What follows belongs to an exercise in optimizing a design on an open flow for small area, a short achievable clock period and few clock cycles per item; a production flow would make more cautious choices.
Function was not checked in any run shown here: the RTL went through the layout flow alone.

[design/flow/config.mk]
export PLATFORM = sky130hd
export DESIGN_NAME = range_coder_encoder_top
export DESIGN_NICKNAME = range_coder_encoder_top
export VERILOG_FILES = /design/flow/design.v
export SDC_FILE = /design/flow/constraint.sdc
export NUM_CORES = 4
export LEC_CHECK = 0
export ABC_CLOCK_PERIOD_IN_PS = 4000
export CAP_MARGIN = 20
export CORE_MARGIN = 2
export CORE_UTILIZATION = 40
export SETUP_SLACK_MARGIN = 5
export SLEW_MARGIN = 20
[design/flow/constraint.sdc]
create_clock -name core_clock -period 11.0 [get_ports {i_clk}]
set_input_delay 2.2000 -clock core_clock [delete_from_list [all_inputs] [get_ports {i_clk}]]
set_output_delay 2.2000 -clock core_clock [all_outputs]
set_load 0.01 [all_outputs]
[design/flow/run.sh]
#!/bin/bash
# synth_recipe.tcl (not shown) runs the flow's synth.tcl, then flattens the netlist and writes it again
# the make line also repeats each setting of config.mk as NAME=value (left out here)
make -C /OpenROAD-flow-scripts/flow DESIGN_CONFIG=/design/flow/config.mk WORK_HOME=/design/flow/orfs CLKGATE_MAP_FILE= SYNTH_SCRIPT=/design/flow/synth_recipe.tcl finish
[design/flow/design.v]
package rce_pkg;
    localparam int BOUND_W   = 32;
    localparam int FREQ_W    = 16;
    localparam int TRY_W     = 19;
    localparam int DIV_K     = 2;
    localparam int DIV_CYC   = BOUND_W / DIV_K;
    localparam int DIV_CNT_W = $clog2(DIV_CYC);
    localparam logic OP_ENCODE = 1'b0;
    localparam logic OP_FLUSH  = 1'b1;
endpackage
module rce_muldiv (
    input  logic [rce_pkg::FREQ_W-1:0]  i_r,
    input  logic [rce_pkg::BOUND_W-1:0] i_sq,
    input  logic [rce_pkg::DIV_K-1:0]   i_l,
    input  logic [rce_pkg::FREQ_W-1:0]  i_k0,
    input  logic [rce_pkg::FREQ_W:0]    i_k1c,
    input  logic [rce_pkg::FREQ_W+1:0]  i_k2c,
    input  logic [rce_pkg::FREQ_W:0]    i_k1,
    output logic [rce_pkg::FREQ_W-1:0]  o_r,
    output logic [rce_pkg::BOUND_W-1:0] o_sq,
    output logic [rce_pkg::DIV_K-1:0]   o_qb
);
    localparam int TW = rce_pkg::TRY_W;
    localparam int FW = rce_pkg::FREQ_W;
    always_comb begin
        logic [TW-1:0]               a, y0, y1, y2, k1, k1c, k2c, k2;
        logic [FW-1:0]               r;
        logic [rce_pkg::BOUND_W-1:0] sq;
        logic                        b, l, p1, p2, one;
        r  = i_r;
        sq = i_sq;
        k1  = {{(TW-FW-1){i_k1[FW]}}, i_k1};
        k1c = {{(TW-FW-1){i_k1c[FW]}}, i_k1c};
        k2c = {{(TW-FW-2){i_k2c[FW+1]}}, i_k2c};
        k2  = {k1[TW-2:0], 1'b0};
        for (int k = 0; k < rce_pkg::DIV_K; k++) begin
            b   = sq[rce_pkg::BOUND_W-1];
            l   = i_l[rce_pkg::DIV_K-1-k];
            a   = {2'd0, r, 1'b0};
            y0  = a + (b ? {3'd0, i_k0} : '0);
            y1  = a + (b ? k1c : k1);
            y2  = a + (b ? k2c : k2);
            p1  = !y1[TW-1];
            p2  = !y2[TW-1];
            r   = p2 ? y2[FW-1:0] : (p1 ? y1[FW-1:0] : y0[FW-1:0]);
            one = p1 && !p2;
            sq  = {sq[rce_pkg::BOUND_W-2:0], one ^ l};
            o_qb[rce_pkg::DIV_K-1-k] = p2 || (one && l);
        end
        o_r  = r;
        o_sq = sq;
    end
endmodule
module range_coder_encoder_top (
    input  logic        i_clk,
    input  logic        i_rst_n,
    input  logic        i_s_axis_tvalid,
    output logic        o_s_axis_tready,
    input  logic [47:0] i_s_axis_tdata,   
    input  logic        i_s_axis_tuser,   
    output logic        o_m_axis_tvalid,
    input  logic        i_m_axis_tready,
    output logic [7:0]  o_m_axis_tdata,   
    output logic        o_m_axis_tlast
);
    localparam int W  = rce_pkg::BOUND_W;
    localparam int F  = rce_pkg::FREQ_W;
    localparam int K  = rce_pkg::DIV_K;
    typedef enum logic [1:0] {
        S_IDLE = 2'd0,
        S_DIV  = 2'd1,
        S_FIN  = 2'd2
    } t_state;
    t_state                        r_state;
    logic [rce_pkg::DIV_CNT_W-1:0] r_cnt;
    logic [1:0]                    r_ecnt;
    logic                          r_pend, r_flush, r_hold, r_inv;
    logic [W-1:0]                  r_low, r_high;
    logic [F-1:0]                  r_k0_lo, r_k0_hi;
    logic [F:0]                    r_k1, r_k1c_lo, r_k1c_hi;
    logic [F+1:0]                  r_k2c_lo, r_k2c_hi;
    logic [F-1:0]                  r_r_lo, r_r_hi;
    logic [W-1:0]                  r_sq_lo, r_sq_hi;
    logic [F-1:0]   in_cum, in_fr, in_tot;
    logic [F:0]     in_sum;
    logic           op_flush, op_valid;
    logic [W:0]     span, span_b;
    logic [W-1:0]   span_h, span_l;
    logic           emit_end;
    logic           full, top_eq, emit, emit_last, start, fin_go, offered;
    logic [F-1:0]   n_r_lo, n_r_hi;
    logic [W-1:0]   n_sq_lo, n_sq_hi;
    logic [K-1:0]   n_qb_lo, n_qb_hi;
    logic [W-1:0]   new_low, new_high;
    assign in_cum   = i_s_axis_tdata[F-1:0];
    assign in_fr    = i_s_axis_tdata[F +: F];
    assign in_tot   = i_s_axis_tdata[2*F +: F];
    assign in_sum   = {1'b0, in_cum} + {1'b0, in_fr};
    assign op_flush = (i_s_axis_tuser == rce_pkg::OP_FLUSH);
    assign op_valid = (in_fr != '0) && (in_tot != '0) && (in_sum <= {1'b0, in_tot});
    assign span_h = (r_state == S_FIN) ? new_high : r_high;
    assign span_l = (r_state == S_FIN) ? new_low : r_low;
    assign span_b = {1'b0, span_h} - {1'b0, span_l} + 33'd1;
    assign span   = emit_end ? {span_b[W-8:0], 8'h00} : span_b;
    assign full   = span[W];
    assign top_eq    = (r_low[31:24] == r_high[31:24]);
    assign emit      = (r_state == S_IDLE) && (r_flush || (r_pend && top_eq));
    assign emit_last = (r_ecnt == 2'd3) || (!r_flush && (r_low[23:16] != r_high[23:16]));
    assign offered   = i_s_axis_tvalid && !op_flush && op_valid;
    assign emit_end  = emit && !r_flush && emit_last;
    assign start     = (r_state == S_IDLE) && (!emit || (emit_end && i_m_axis_tready)) && offered;
    assign fin_go    = (r_state == S_FIN) && (new_low[31:24] != new_high[31:24]) && offered;
    always_comb begin
        o_s_axis_tready = 1'b0;
        if (r_state == S_IDLE) begin
            o_s_axis_tready = !emit && (op_flush || (r_hold && r_inv));
        end else if (r_state == S_DIV) begin
            o_s_axis_tready = (r_cnt == rce_pkg::DIV_CNT_W'(rce_pkg::DIV_CYC - 1));
        end
    end
    rce_muldiv u_lo (
        .i_r(r_r_lo), .i_sq(r_sq_lo), .i_l(r_low[W-1 -: K]),
        .i_k0(r_k0_lo), .i_k1c(r_k1c_lo), .i_k2c(r_k2c_lo), .i_k1(r_k1),
        .o_r(n_r_lo), .o_sq(n_sq_lo), .o_qb(n_qb_lo)
    );
    rce_muldiv u_hi (
        .i_r(r_r_hi), .i_sq(r_sq_hi), .i_l(r_low[W-1 -: K]),
        .i_k0(r_k0_hi), .i_k1c(r_k1c_hi), .i_k2c(r_k2c_hi), .i_k1(r_k1),
        .o_r(n_r_hi), .o_sq(n_sq_hi), .o_qb(n_qb_hi)
    );
    assign new_low  = r_sq_lo + {r_low[W-2:0], 1'b0};
    assign new_high = r_sq_hi + {r_high[W-2:0], 1'b0} - 32'd1;
    always_ff @(posedge i_clk) begin
        r_k0_lo  <= in_cum;
        r_k0_hi  <= in_sum[F-1:0];
        r_k1     <= -{1'b0, in_tot};
        r_k1c_lo <= {1'b0, in_cum} - {1'b0, in_tot};
        r_k1c_hi <= in_sum - {1'b0, in_tot};
        r_k2c_lo <= {2'd0, in_cum} - {1'b0, in_tot, 1'b0};
        r_k2c_hi <= {1'b0, in_sum} - {1'b0, in_tot, 1'b0};
        r_inv    <= !op_valid;
        r_r_lo  <= n_r_lo;
        r_r_hi  <= n_r_hi;
        r_sq_lo <= n_sq_lo;
        r_sq_hi <= n_sq_hi;
        if (r_state != S_DIV) begin
            r_r_lo  <= full ? in_cum : '0;
            r_r_hi  <= full ? in_sum[F-1:0] : '0;
            r_sq_lo <= span[W-1:0];
            r_sq_hi <= span[W-1:0];
        end
        if (!i_rst_n) begin
            r_state <= S_IDLE;
            r_cnt   <= '0;
            r_ecnt  <= '0;
            r_pend  <= 1'b0;
            r_flush <= 1'b0;
            r_hold  <= 1'b0;
            r_low   <= '0;
            r_high  <= '1;
        end else begin
            r_hold <= i_s_axis_tvalid && !o_s_axis_tready;
            case (r_state)
                S_IDLE: begin
                    if (emit) begin
                        if (i_m_axis_tready) begin
                            r_ecnt <= r_ecnt + 2'd1;
                            r_low  <= {r_low[W-9:0], 8'h00};
                            if (!r_flush) r_high <= {r_high[W-9:0], 8'hFF};
                            if (emit_last) begin
                                r_pend  <= 1'b0;
                                r_flush <= 1'b0;
                            end
                            if (start) begin
                                r_state <= S_DIV;
                                r_cnt   <= '0;
                            end
                        end
                    end else begin
                        r_pend <= 1'b0;
                        r_ecnt <= '0;
                        if (i_s_axis_tvalid && op_flush) begin
                            r_flush <= 1'b1;
                        end else if (start) begin
                            r_state <= S_DIV;
                            r_cnt   <= '0;
                        end
                    end
                end
                S_DIV: begin
                    r_cnt  <= r_cnt + 1'b1;
                    r_low  <= {r_low[W-K-1:0], n_qb_lo};
                    r_high <= {r_high[W-K-1:0], n_qb_hi};
                    if (r_cnt == rce_pkg::DIV_CNT_W'(rce_pkg::DIV_CYC - 1)) begin
                        r_state <= S_FIN;
                    end
                end
                S_FIN: begin
                    r_low   <= new_low;
                    r_high  <= new_high;
                    r_ecnt  <= '0;
                    if (fin_go) begin
                        r_state <= S_DIV;
                        r_cnt   <= '0;
                    end else begin
                        r_state <= S_IDLE;
                        r_pend  <= 1'b1;
                    end
                end
                default: r_state <= S_IDLE;
            endcase
        end
    end
    assign o_m_axis_tvalid = emit;
    assign o_m_axis_tdata  = r_flush ? r_low[W-1:W-8] : r_high[W-1:W-8];
    assign o_m_axis_tlast  = emit_last;
endmodule
==> results of run 1 <==
flip-flops by register name, indices dropped and copies added (netlist names), 2 cells and up:
register and flops:
r_k1 17, r_sq_hi 32, r_k0_hi 15, r_state 2
r_r_lo 16, r_k2c_lo 18, r_k1c_lo 17, r_k1c_hi 17
r_low 32, r_k2c_hi 18, r_ecnt 2, r_cnt 4
r_high 32, r_sq_lo 32, r_r_hi 16, r_k0_lo 15
worst max-delay path by stage:
stage	from	end	slack, ns	cells past startpoint
after detailed placement	r_sq_hi[31]$_DFF_P_	r_high[0]$_SDFFE_PN1P_	2.98	30
after global routing	i_s_axis_tdata[16]	r_cnt[0]$_SDFFE_PN0P_	4.79	25
after floorplan	i_s_axis_tdata[0]	r_cnt[3]$_SDFFE_PN0P_	4.90	24
final	i_s_axis_tdata[20]	r_cnt[1]$_SDFFE_PN0P_	5.04	23
after global placement	r_sq_hi[31]$_DFF_P_	r_high[0]$_SDFFE_PN1P_	3.13	30
after CTS	r_sq_hi[31]$_DFF_P_	r_high[0]$_SDFFE_PN1P_	4.98	31
through the flow:
| step | utilization, % |
|---|---|
| after CTS | 45.7 |
| after floorplan | - |
| after detailed placement | 42.5 |
| final | 47.1 |
| after global routing | 47.1 |
| after global placement | 42.5 |
layer usage:
metal	share of wire (%)	GRT usage, %	up-vias
li1	-	-	14437
met1	45	33.0	13509
met2	45	40.8	803
met3	6.1	3.69	174
met4	4.0	10.2	0
met5	0	0	-
worst max-delay path, stage by stage:
cell,delay (ns)
clkdlybuf4s50_1,0.47
ha_1,0.39
inv_1,0.07
o21bai_2,0.17
a31oi_2,0.15
buf_4,0.16
o31a_1,0.28
nand2b_1,0.11
a21oi_2,0.08
xnor2_2,0.34
ha_4,0.28
buf_4,0.14
a21o_1,0.14
a21oi_1,0.17
o211a_1,0.15
nand3b_1,0.08
buf_6,0.15
o22ai_4,0.12
nor2_2,0.08
a211oi_4,0.37
buf_4,0.18
nand4_1,0.08
o21ai_1,0.09
layout by cell type (no fill, tap or decap), types with 101 or more instances in the layout:
master and n:
xnor2_1 192, buf_4 111, ha_1 391, a21o_1 146
a21oi_1 323, o21ai_0 206, xor2_1 101, nand2_1 545
inv_1 291, dfxtp_1 275, nor2_1 271
logic make-up after synthesis:
family | count (synthesis) | share of synthesized area, %
adders and majority gates | 443 | 19.0
muxes | 40 | 1.39
AOI/OAI and AO/OA | 1216 | 26.2
and+or+nand+nor | 1283 | 19.6
buffers and inverters | 438 | 5.52
DFF | 289 | 19.3
xor gates and xnor gates | 304 | 8.98
layout make-up:
class | count | area share [%]
Antenna cell | 2 | 0.0143
Clock buffer | 51 | 3.08
Clock inverter | 13 | 0.593
Inverter | 295 | 3.20
Multi-Input combinational cell | 3287 | 67.6
Sequential cell | 289 | 16.6
Tap cell | 969 | 3.46
Timing Repair Buffer | 195 | 5.44
repair_timing:
item / in CTS / in global routing
endpoints found under the hold margin: 0 / 0
cloned: 5 / 4
setup endpoints to repair: 68 / 73
hold buffers: 0 / 0
resized for setup: 142 / 159
pin swaps: 44 / 95
buffers inserted: 47 / 54
cells in the mapped netlist (all sizes together) (22+ instances only):
cell | number | area [um^2]
o21a | 32 | 240
mux2i | 27 | 270
a31oi | 37 | 246
a211oi | 63 | 478
o211ai | 79 | 603
and3 | 28 | 175
inv | 292 | 1100
xor2 | 103 | 902
a21oi | 357 | 1810
ha | 423 | 5290
or3 | 22 | 138
nand2b | 62 | 395
nand3 | 54 | 270
a21boi | 38 | 285
clkbuf | 122 | 459
xnor2 | 199 | 1740
nor3 | 80 | 400
a21o | 148 | 1110
nand4 | 27 | 169
dfxtp | 289 | 5790
nand2 | 548 | 2060
and2 | 76 | 475
o21ai | 252 | 1260
nor2 | 280 | 1050
o21bai | 35 | 263
a22oi | 33 | 248
nor2b | 48 | 300
==> out/metrics.yaml, run 1 <==
outcome: "timing/DRC/antenna clean"
ys_seq_area_share_pct: 19.3
placedCellCount: 4925
cts.sinks: 289
period_needed_ns: 5.96
multi_input_area_um2: 23700
rows: 100
cts_tree: "built"
async_flop_share_pct: 0
layout.cells.non_filler: 5101
path_max_fanout: 6
fin_area_um2: 35000
holdPathEnd: "r_sq_lo[29]$_DFF_P_"
drive_gt1_share_pct: 10.5
tightest_slew_ns: 1.09
grt_pass1_vias: 27023
min_from: "r_sq_lo[27]$_DFF_P_"
dieArea_um2: 77100
synth-edff-count: 0
area_growth_pct: 17.0
place_hpwl_mm: 76.3
slew_violations: 0
holdWs_ns: 0.457
ys_types: 89
crit_arrival_ns: 6.46
reg2reg_slack_ns: 5.13
setup_slack_ns: 5.04
fin_nets: 4600
antenna_found_initial: 0
r2r_cells: 28
synth_top_flop_cell: "dfxtp_1"
finalSetupTns_ns: 0
yosys_register_bits: 289
dr.pass1.iters: 5
whs_path_depth: 2
synthCells: 4013
numCtsBuffers: 36
hold_viol: 0
num_vias: 28923
overflow: 0
ios: 64
period_share_pct: 54.2
fin_skew_ns: 0.0190
max-cap-violations: 0
regArea_um2: 5810
cts_buffer_depth: 3
cp_data_required_time_ns: 11.50
cts_max_level: 2
fillCellCount: 7434
dp_slack_ns: 2.98
port_buffers: 63
clk_pin_slew_worst_paths_ns: 0.06
place_congestion: 0.912
cts_root_buf: "clkbuf_16"
fp.dieH_um: 278
worstReg2RegStart: "r_high[0]$_SDFFE_PN1P_"
hold_class: "flop to flop"
dpl_cell_area_um2: 31600
crit_type: "primary input to flop"
reg2reg_to: "r_r_hi[5]$_DFF_P_"
wl_per_cell_um: 19.8
die_x_um: 278
endpoint_kind: "flop"
setup_viol: 0
antenna_left: 0
clock_latency_ns: 0.57
synth_fp_nets: 4509
drc_errors: 0
grt_pass1_wl_mm: 153
max_slew_margin_pct: 27.4
grt_start_max_net_pins: 123
synth.avg_cell_area_um2: 7.46
core_um2: 74300
yosysWarnings: 2
syn-cell-area_um2: 30000
worstSetupStartpointType: "primary input"
drtIter0Drc: 2095
rsz0062_at_grt: "true"
max_freq_mhz: 168
start_util_pct: 40.3
wl_mm: 101
vias_per_cell: 5.67
grt_usage_pct: 25.0
==> run 2: changes to the inputs <==
--- a/design/flow/config.mk
+++ b/design/flow/config.mk
@@ -8,6 +8,6 @@
 export ABC_CLOCK_PERIOD_IN_PS = 4000
 export CAP_MARGIN = 20
 export CORE_MARGIN = 2
-export CORE_UTILIZATION = 40
+export CORE_UTILIZATION = 60
 export SETUP_SLACK_MARGIN = 5
 export SLEW_MARGIN = 20
==> out/metrics.yaml, run 2 <==
outcome: "timing/DRC/antenna clean"
synth_common_cells: "nand2_1, ha_1, a21oi_1"
slowest_delay_ns: 0.60
drtIter0Drc: 2582
wl_mm: 103
cts_buffer_depth: 3
slew_violations: 0
worstSetupStartpointType: "primary input"
max-cap-violations: 0
synthCells: 4013
synth_most_common_cell: "nand2_1"
reg2reg_to: "r_r_lo[2]$_DFF_P_"
layout_commonest_cell: "nand2_1"
yosysWarnings: 2
finalSetupTns_ns: 0
dieArea_um2: 51700
fp.dieH_um: 227
fillCellCount: 4067
async_flop_share_pct: 0
dr.pass1.iters: 6
drive_gt1_share_pct: 9.57
cts_max_level: 2
rows: 81
endpoint_kind: "flop"
tightest_slew_ns: 1.13
max_slew_margin_pct: 24.2
setup_viol: 0
grt_start_max_net_pins: 72
ys_types: 89
whs_path_depth: 2
antenna_left: 0
multi_input_area_um2: 23700
dpl_cell_area_um2: 31200
grt_pass1_vias: 29484
hold_class: "flop to flop"
start_util_pct: 60.9
grt_pass1_wl_mm: 156
period_share_pct: 55.9
synth_area_leader_cell: "dfxtp_1"
synth_top_flop_cell: "dfxtp_1"
grt_usage_pct: 38.3
r2r_cells: 31
fin_skew_ns: 0.0372
period_needed_ns: 6.15
cts_root_buf: "clkbuf_16"
cts_hold_buffers: 0
num_vias: 30374
crit_slowest_cell: "clkdlybuf4s50_1"
ios: 64
wl_per_cell_um: 21.6
clk_pin_slew_worst_paths_ns: 0.06
synth_fp_nets: 4509
syn-cell-area_um2: 30000
clock_latency_ns: 0.57
core_um2: 49200
cts.sinks: 289
area_growth_pct: 14.7
cp_data_required_time_ns: 11.48
synth_area_leaders: "dfxtp_1, ha_1, nand2_1"
max_freq_mhz: 163
overflow: 0
place_congestion: 0.996
min_from: "r_sq_lo[15]$_DFF_P_"
hold_viol: 0
holdPathEnd: "r_sq_lo[17]$_DFF_P_"
die_x_um: 227
rsz0062_at_grt: "true"
ys_seq_area_share_pct: 19.3
vias_per_cell: 6.37
reg2reg_slack_ns: 5.01
crit_arrival_ns: 6.64
path_max_fanout: 7
fin_area_um2: 34400
fin_nets: 4578
crit_chain: "clkdlybuf4s50_1 -> ha_1 -> a21o_1 -> a31oi_1 -> nor2b_1 -> nor2_1 -> nor2b_1 -> nor2b_2 -> o31a_1 -> ha_4 -> nand4_1 -> nor4_4 -> o211a_1 -> nand3b_1 -> buf_6 -> o22ai_4 -> nor2_4 -> a211oi_4 -> nand4b_1 -> a31oi_1"
numCtsBuffers: 35
synth_top_area_share_pct: 19.3
regArea_um2: 5800
synth-edff-count: 0
worstReg2RegStart: "r_sq_lo[31]$_DFF_P_"
antenna_found_initial: 4
crit_type: "primary input to flop"
port_buffers: 63
mostFrequentLayoutCells: "nand2_1, ha_1, a21oi_1"
drc_errors: 0
synth.avg_cell_area_um2: 7.46
cts_tree: "built"
yosys_register_bits: 289
place_hpwl_mm: 77.1
==> run 2: cell counts after synthesis <==
No cell type changed its count.
==> run 2: layout make-up <==
cell class	instances	share of cell area (%)
diodes	1	0.00728
clock buffers	50	2.95
clock inverters	10	0.415
inverters	295	3.26
multi-input cells	3288	69.1
flip-flops and latches	289	16.9
well taps	664	2.42
repair buffers	173	4.97
==> run 2: worst max-delay path by stage <==
stage / slack [ns] / depth (start not counted) / endpoint / from
after floorplan: 4.90 / 24 / r_cnt[3]$_SDFFE_PN0P_ / i_s_axis_tdata[0]
after global placement: 3.23 / 28 / r_high[0]$_SDFFE_PN1P_ / r_sq_hi[31]$_DFF_P_
after detailed placement: 3.00 / 24 / r_r_lo[14]$_DFF_P_ / r_sq_lo[31]$_DFF_P_
after CTS: 5.00 / 29 / r_r_hi[15]$_DFF_P_ / r_sq_hi[31]$_DFF_P_
after global routing: 4.66 / 21 / r_cnt[2]$_SDFFE_PN0P_ / i_s_axis_tdata[19]
final: 4.85 / 20 / r_cnt[2]$_SDFFE_PN0P_ / i_s_axis_tdata[5]
==> run 2: cells by family after synthesis <==
family          share of synthesized area, %
compound gates                          26.2
xor+xnor                                8.98
fa+ha+maj                               19.0
buf+inv                                 5.52
flops                                   19.3
mux                                     1.39
simple gates                            19.6
==> run 2: what timing repair did <==
action                     in CTS  in global routing
pin swaps                      47                 55
setup buffers                  39                 41
resized for setup             144                151
setup endpoints to repair      64                 68
cloned                          6                  3
==> run 2: worst max-delay path, delay by kind of cell <==
family | cells | cell delay [ns]
compound gates | 7 | 1.63
simple gates | 9 | 1.40
buf+inv | 2 | 0.76
fa+ha+maj | 2 | 0.62
==> run 2: layer usage <==
metal	vias to the layer above	global-route usage [%]	share of wire, %
li1	14353	-	-
met1	14186	45.5	39
met2	1437	64.3	46
met3	392	5.92	7.5
met4	6	25.3	7.0
met5	-	0	0.024
==> run 2: metrics by stage <==
| step | worst slack, ns | std cells | util [%] | hold WS (ns) |
|---|---|---|---|---|
| global placement | 3.23 | 4620 | 63.4 | 0.454 |
| global route | 4.66 | 4769 | 69.9 | 0.475 |
| detailed placement | 3.00 | 4620 | 63.4 | 0.455 |
| CTS | 5.00 | 4725 | 67.8 | 0.463 |
| finish | 4.85 | 4770 | 69.9 | 0.464 |
| floorplan | 4.90 | 4013 | - | 0.430 |
==> run 3: changes to the inputs <==
--- a/design/flow/design.v
+++ b/design/flow/design.v
@@ -42,7 +42,7 @@
             y2  = a + (b ? k2c : k2);
             p1  = !y1[TW-1];
             p2  = !y2[TW-1];
-            r   = p2 ? y2[FW-1:0] : (p1 ? y1[FW-1:0] : y0[FW-1:0]);
+            r   = ({FW{p2}} & y2[FW-1:0]) | ({FW{p1 & !p2}} & y1[FW-1:0]) | ({FW{!p1}} & y0[FW-1:0]);
             one = p1 && !p2;
             sq  = {sq[rce_pkg::BOUND_W-2:0], one ^ l};
             o_qb[rce_pkg::DIV_K-1-k] = p2 || (one && l);
@@ -85,37 +85,32 @@
     logic [F:0]     in_sum;
     logic           op_flush, op_valid;
     logic [W:0]     span, span_b;
-    logic [W-1:0]   span_h, span_l;
-    logic           emit_end;
-    logic           full, top_eq, emit, emit_last, start, fin_go, offered;
+    logic           full, top_eq, emit, emit_last, emit_end, start;
     logic [F-1:0]   n_r_lo, n_r_hi;
     logic [W-1:0]   n_sq_lo, n_sq_hi;
     logic [K-1:0]   n_qb_lo, n_qb_hi;
-    logic [W-1:0]   new_low, new_high;
+    logic [W-1:0]   new_low, new_high, low_o, high_o;
     assign in_cum   = i_s_axis_tdata[F-1:0];
     assign in_fr    = i_s_axis_tdata[F +: F];
     assign in_tot   = i_s_axis_tdata[2*F +: F];
     assign in_sum   = {1'b0, in_cum} + {1'b0, in_fr};
     assign op_flush = (i_s_axis_tuser == rce_pkg::OP_FLUSH);
     assign op_valid = (in_fr != '0) && (in_tot != '0) && (in_sum <= {1'b0, in_tot});
-    assign span_h = (r_state == S_FIN) ? new_high : r_high;
-    assign span_l = (r_state == S_FIN) ? new_low : r_low;
-    assign span_b = {1'b0, span_h} - {1'b0, span_l} + 33'd1;
+    assign span_b = {1'b0, r_high} - {1'b0, r_low} + 33'd1;
     assign span   = emit_end ? {span_b[W-8:0], 8'h00} : span_b;
     assign full   = span[W];
     assign top_eq    = (r_low[31:24] == r_high[31:24]);
     assign emit      = (r_state == S_IDLE) && (r_flush || (r_pend && top_eq));
     assign emit_last = (r_ecnt == 2'd3) || (!r_flush && (r_low[23:16] != r_high[23:16]));
-    assign offered   = i_s_axis_tvalid && !op_flush && op_valid;
     assign emit_end  = emit && !r_flush && emit_last;
-    assign start     = (r_state == S_IDLE) && (!emit || (emit_end && i_m_axis_tready)) && offered;
-    assign fin_go    = (r_state == S_FIN) && (new_low[31:24] != new_high[31:24]) && offered;
+    assign start     = (r_state == S_IDLE) && (!emit || (emit_end && i_m_axis_tready)) &&
+                       i_s_axis_tvalid && !op_flush && op_valid;
     always_comb begin
         o_s_axis_tready = 1'b0;
         if (r_state == S_IDLE) begin
             o_s_axis_tready = !emit && (op_flush || (r_hold && r_inv));
-        end else if (r_state == S_DIV) begin
-            o_s_axis_tready = (r_cnt == rce_pkg::DIV_CNT_W'(rce_pkg::DIV_CYC - 1));
+        end else if (r_state == S_FIN) begin
+            o_s_axis_tready = 1'b1;
         end
     end
     rce_muldiv u_lo (
@@ -130,6 +125,18 @@
     );
     assign new_low  = r_sq_lo + {r_low[W-2:0], 1'b0};
     assign new_high = r_sq_hi + {r_high[W-2:0], 1'b0} - 32'd1;
+    always_comb begin
+        low_o  = r_low;
+        high_o = r_high;
+        if (r_state == S_IDLE && emit && i_m_axis_tready) begin
+            low_o = {r_low[W-9:0], 8'h00};
+            if (!r_flush) high_o = {r_high[W-9:0], 8'hFF};
+        end
+        if (r_state == S_FIN) begin
+            low_o  = new_low;
+            high_o = new_high;
+        end
+    end
     always_ff @(posedge i_clk) begin
         r_k0_lo  <= in_cum;
         r_k0_hi  <= in_sum[F-1:0];
@@ -143,7 +150,7 @@
         r_r_hi  <= n_r_hi;
         r_sq_lo <= n_sq_lo;
         r_sq_hi <= n_sq_hi;
-        if (r_state != S_DIV) begin
+        if (r_state == S_IDLE) begin
             r_r_lo  <= full ? in_cum : '0;
             r_r_hi  <= full ? in_sum[F-1:0] : '0;
             r_sq_lo <= span[W-1:0];
@@ -165,8 +172,6 @@
                     if (emit) begin
                         if (i_m_axis_tready) begin
                             r_ecnt <= r_ecnt + 2'd1;
-                            r_low  <= {r_low[W-9:0], 8'h00};
-                            if (!r_flush) r_high <= {r_high[W-9:0], 8'hFF};
                             if (emit_last) begin
                                 r_pend  <= 1'b0;
                                 r_flush <= 1'b0;
@@ -189,26 +194,24 @@
                 end
                 S_DIV: begin
                     r_cnt  <= r_cnt + 1'b1;
-                    r_low  <= {r_low[W-K-1:0], n_qb_lo};
-                    r_high <= {r_high[W-K-1:0], n_qb_hi};
                     if (r_cnt == rce_pkg::DIV_CNT_W'(rce_pkg::DIV_CYC - 1)) begin
                         r_state <= S_FIN;
                     end
                 end
                 S_FIN: begin
-                    r_low   <= new_low;
-                    r_high  <= new_high;
+                    r_state <= S_IDLE;
+                    r_pend  <= 1'b1;
                     r_ecnt  <= '0;
-                    if (fin_go) begin
-                        r_state <= S_DIV;
-                        r_cnt   <= '0;
-                    end else begin
-                        r_state <= S_IDLE;
-                        r_pend  <= 1'b1;
-                    end
                 end
                 default: r_state <= S_IDLE;
             endcase
+            if (r_state == S_DIV) begin
+                r_low  <= {r_low[W-K-1:0], n_qb_lo};
+                r_high <= {r_high[W-K-1:0], n_qb_hi};
+            end else begin
+                r_low  <= low_o;
+                r_high <= high_o;
+            end
         end
     end
     assign o_m_axis_tvalid = emit;
--- a/design/flow/config.mk
+++ b/design/flow/config.mk
@@ -8,6 +8,6 @@
 export ABC_CLOCK_PERIOD_IN_PS = 4000
 export CAP_MARGIN = 20
 export CORE_MARGIN = 2
-export CORE_UTILIZATION = 60
+export CORE_UTILIZATION = 40
 export SETUP_SLACK_MARGIN = 5
 export SLEW_MARGIN = 20
==> out/metrics.yaml, run 3 <==
outcome: "timing/DRC/antenna clean"
min_from: "r_sq_hi[9]$_DFF_P_"
synth_fp_nets: 4229
crit_type: "primary input to flop"
yosys_register_bits: 289
vias_per_cell: 5.77
grt_usage_pct: 25.6
async_flop_share_pct: 0
holdWs_ns: 0.455
die_x_um: 272
grt_pass1_wl_mm: 150
ys_types: 95
num_vias: 27549
ys_seq_area_share_pct: 20.1
area_growth_pct: 14.2
start_util_pct: 40.3
ios: 64
worstSetupStartpointType: "primary input"
cts.sinks: 289
max_slew_margin_pct: 37.0
hold_viol: 0
antenna_found_initial: 2
fin_skew_ns: 0.0250
max_freq_mhz: 167
cts_buffer_depth: 3
overflow: 0
clk_pin_slew_worst_paths_ns: 0.06
worstReg2RegStart: "r_sq_lo[31]$_DFF_P_"
place_congestion: 0.921
drtIter0Drc: 2092
setup_viol: 0
endpoint_kind: "flop"
antenna_left: 0
synth_common_cells: "nand2_1, ha_1, dfxtp_1"
finalSetupTns_ns: 0
rows: 98
synthCells: 3737
synth_area_leaders: "dfxtp_1, ha_1, nand2_1"
r2r_cells: 25
dieArea_um2: 74000
holdPathEnd: "r_sq_hi[11]$_DFF_P_"
dr.pass1.iters: 5
core_um2: 71400
period_share_pct: 54.5
synth_area_leader_cell: "dfxtp_1"
place_hpwl_mm: 74.5
wl_mm: 97.4
synth.avg_cell_area_um2: 7.69
fin_nets: 4289
reg2reg_slack_ns: 5.13
grt_pass1_vias: 26407
cts_tree: "built"
grt_start_max_net_pins: 79
wl_per_cell_um: 20.4
rsz0062_at_grt: "true"
whs_path_depth: 1
max-cap-violations: 0
setup_slack_ns: 5.01
hold_class: "flop to flop"
fp.dieH_um: 272
synth-edff-count: 0
mostFrequentLayoutCells: "nand2_1, ha_1, dfxtp_1"
yosysWarnings: 2
synth_top_flop_cell: "dfxtp_1"
dp_slack_ns: 3.06
synth_top_area_share_pct: 20.1
layout_commonest_cell: "nand2_1"
clock_latency_ns: 0.57
synth_most_common_cell: "nand2_1"
numCtsBuffers: 37
path_max_fanout: 3
syn-cell-area_um2: 28700
crit_arrival_ns: 6.44
period_needed_ns: 5.99
cts_root_buf: "clkbuf_16"
drive_gt1_share_pct: 7.90
drc_errors: 0
cp_data_required_time_ns: 11.45
port_buffers: 63
reg2reg_to: "r_sq_lo[0]$_DFF_P_"
slew_violations: 0
tightest_slew_ns: 0.946
cts_max_level: 2
run 3: cells by family after synthesis:
logic type                 Yosys count  synth area share, %
and+or+nand+nor                   1193                 19.0
adders and majority gates          439                 19.6
DFF                                289                 20.1
AOI/OAI and AO/OA                 1138                 27.0
muxes                               20                0.722
buffers and inverters              379                 5.01
xor gates and xnor gates           279                 8.50
run 3: what timing repair did:
| action | 4_1_cts | 5_1_grt |
|---|---|---|
| gates resized for setup | 118 | 90 |
| hold buffers | 0 | 0 |
| buffers inserted | 26 | 17 |
| pin swaps | 33 | 43 |
| endpoints found under the setup margin | 45 | 43 |
| cloned | 7 | 2 |
run 3: worst max-delay path: stages:
cell       delay, ns
buf_8           0.10
ha_4            0.15
fa_2            0.33
a21o_1          0.18
a21oi_2         0.18
o21ai_2         0.08
a31o_2          0.27
a2111oi_4       0.41
o21bai_2        0.13
a21o_1          0.22
a21oi_4         0.18
xnor2_4         0.11
ha_4            0.27
nand4_1         0.19
nor3_2          0.24
nand4_1         0.13
buf_6           0.16
nand2_2         0.06
nand2_2         0.05
or3_4           0.36
a31o_4          0.23
o21ai_4         0.14
nor2_1          0.06
run 3: how the worst max path moves through the flow:
stage,from,endpoint,slack (ns)
floorplan,i_s_axis_tdata[0],r_cnt[1]$_SDFFE_PN0P_,4.98
global placement,r_sq_lo[31]$_DFF_P_,r_sq_lo[0]$_DFF_P_,3.23
detailed placement,r_sq_lo[31]$_DFF_P_,r_sq_lo[0]$_DFF_P_,3.06
CTS,i_s_axis_tdata[0],r_cnt[0]$_SDFFE_PN0P_,4.88
global route,i_s_axis_tdata[0],r_cnt[0]$_SDFFE_PN0P_,4.87
finish,i_s_axis_tdata[0],r_cnt[0]$_SDFFE_PN0P_,5.01
run 3: metal layers:
| layer | share of wire (%) | vias to the layer above | global-route usage (%) |
|---|---|---|---|
| met3 | 5.5 | 207 | 2.69 |
| met2 | 46 | 850 | 43.2 |
| met5 | 0.013 | - | 0 |
| met4 | 4.4 | 2 | 10.8 |
| li1 | - | 13677 | - |
| met1 | 44 | 12813 | 33.1 |
run 3: layout make-up:
type | instances | area (um^2)
tap | 950 | 1190
sequential | 289 | 5800
fill | 7179 | 38500
clock inverter | 13 | 148
inverter | 264 | 1020
multi-input combinational | 3072 | 22300
antenna | 1 | 2.50
timing repair buffer | 133 | 1290
clock buffer | 54 | 1090
run 3: per-stage QoR:
step | utilization, % | cells | area (um^2)
2_1_floorplan | - | 3737 | 28800
3_3_place_gp | 42.5 | 4656 | 30300
3_5_place_dp | 42.5 | 4656 | 30300
4_1_cts | 45.3 | 4756 | 32300
5_1_grt | 46.0 | 4775 | 32800
6_report | 46.0 | 4776 | 32800

## separate check: timing with driven ports
The results above use ideal ports. As a check the final layouts listed here were re-extracted and re-timed, cells and wires unchanged.
Step 1: set_driving_cell puts a clkbuf_16 on i_clk and a buf_2 on each other input, an assumption about the parent block.
Step 2 adds t to the input delays and takes it off the output delays; t is the mean of the earliest and latest rising clock arrival at the registers after step 1. Input paths then give back, and output paths get back, about the clock's delay inside the block.
a / b / c = no drivers / after step 1 / after step 2; a / b = the first two.
run | shift t [ns] | slack for setup (ns) | clock arrival spread, ns | slew at the worst register clock pin (ns) | worst data-port slew with drivers (ns)
run 1 | 0.620 | 5.036 / 5.068 / 4.448 | 0.022 / 0.022 | 0.06 / 0.06 | 0.06
run 2 | 0.619 | 4.848 / 4.893 / 4.274 | 0.037 / 0.038 | 0.06 / 0.06 | 0.11
run 3 | 0.613 | 5.006 / 5.027 / 4.414 | 0.028 / 0.027 | 0.07 / 0.07 | 0.11
After both steps setup and hold are still met in every run listed. The setup slack of run 3, which loses most, moves by +0.021 ns with the drivers and by -0.592 ns with both steps.
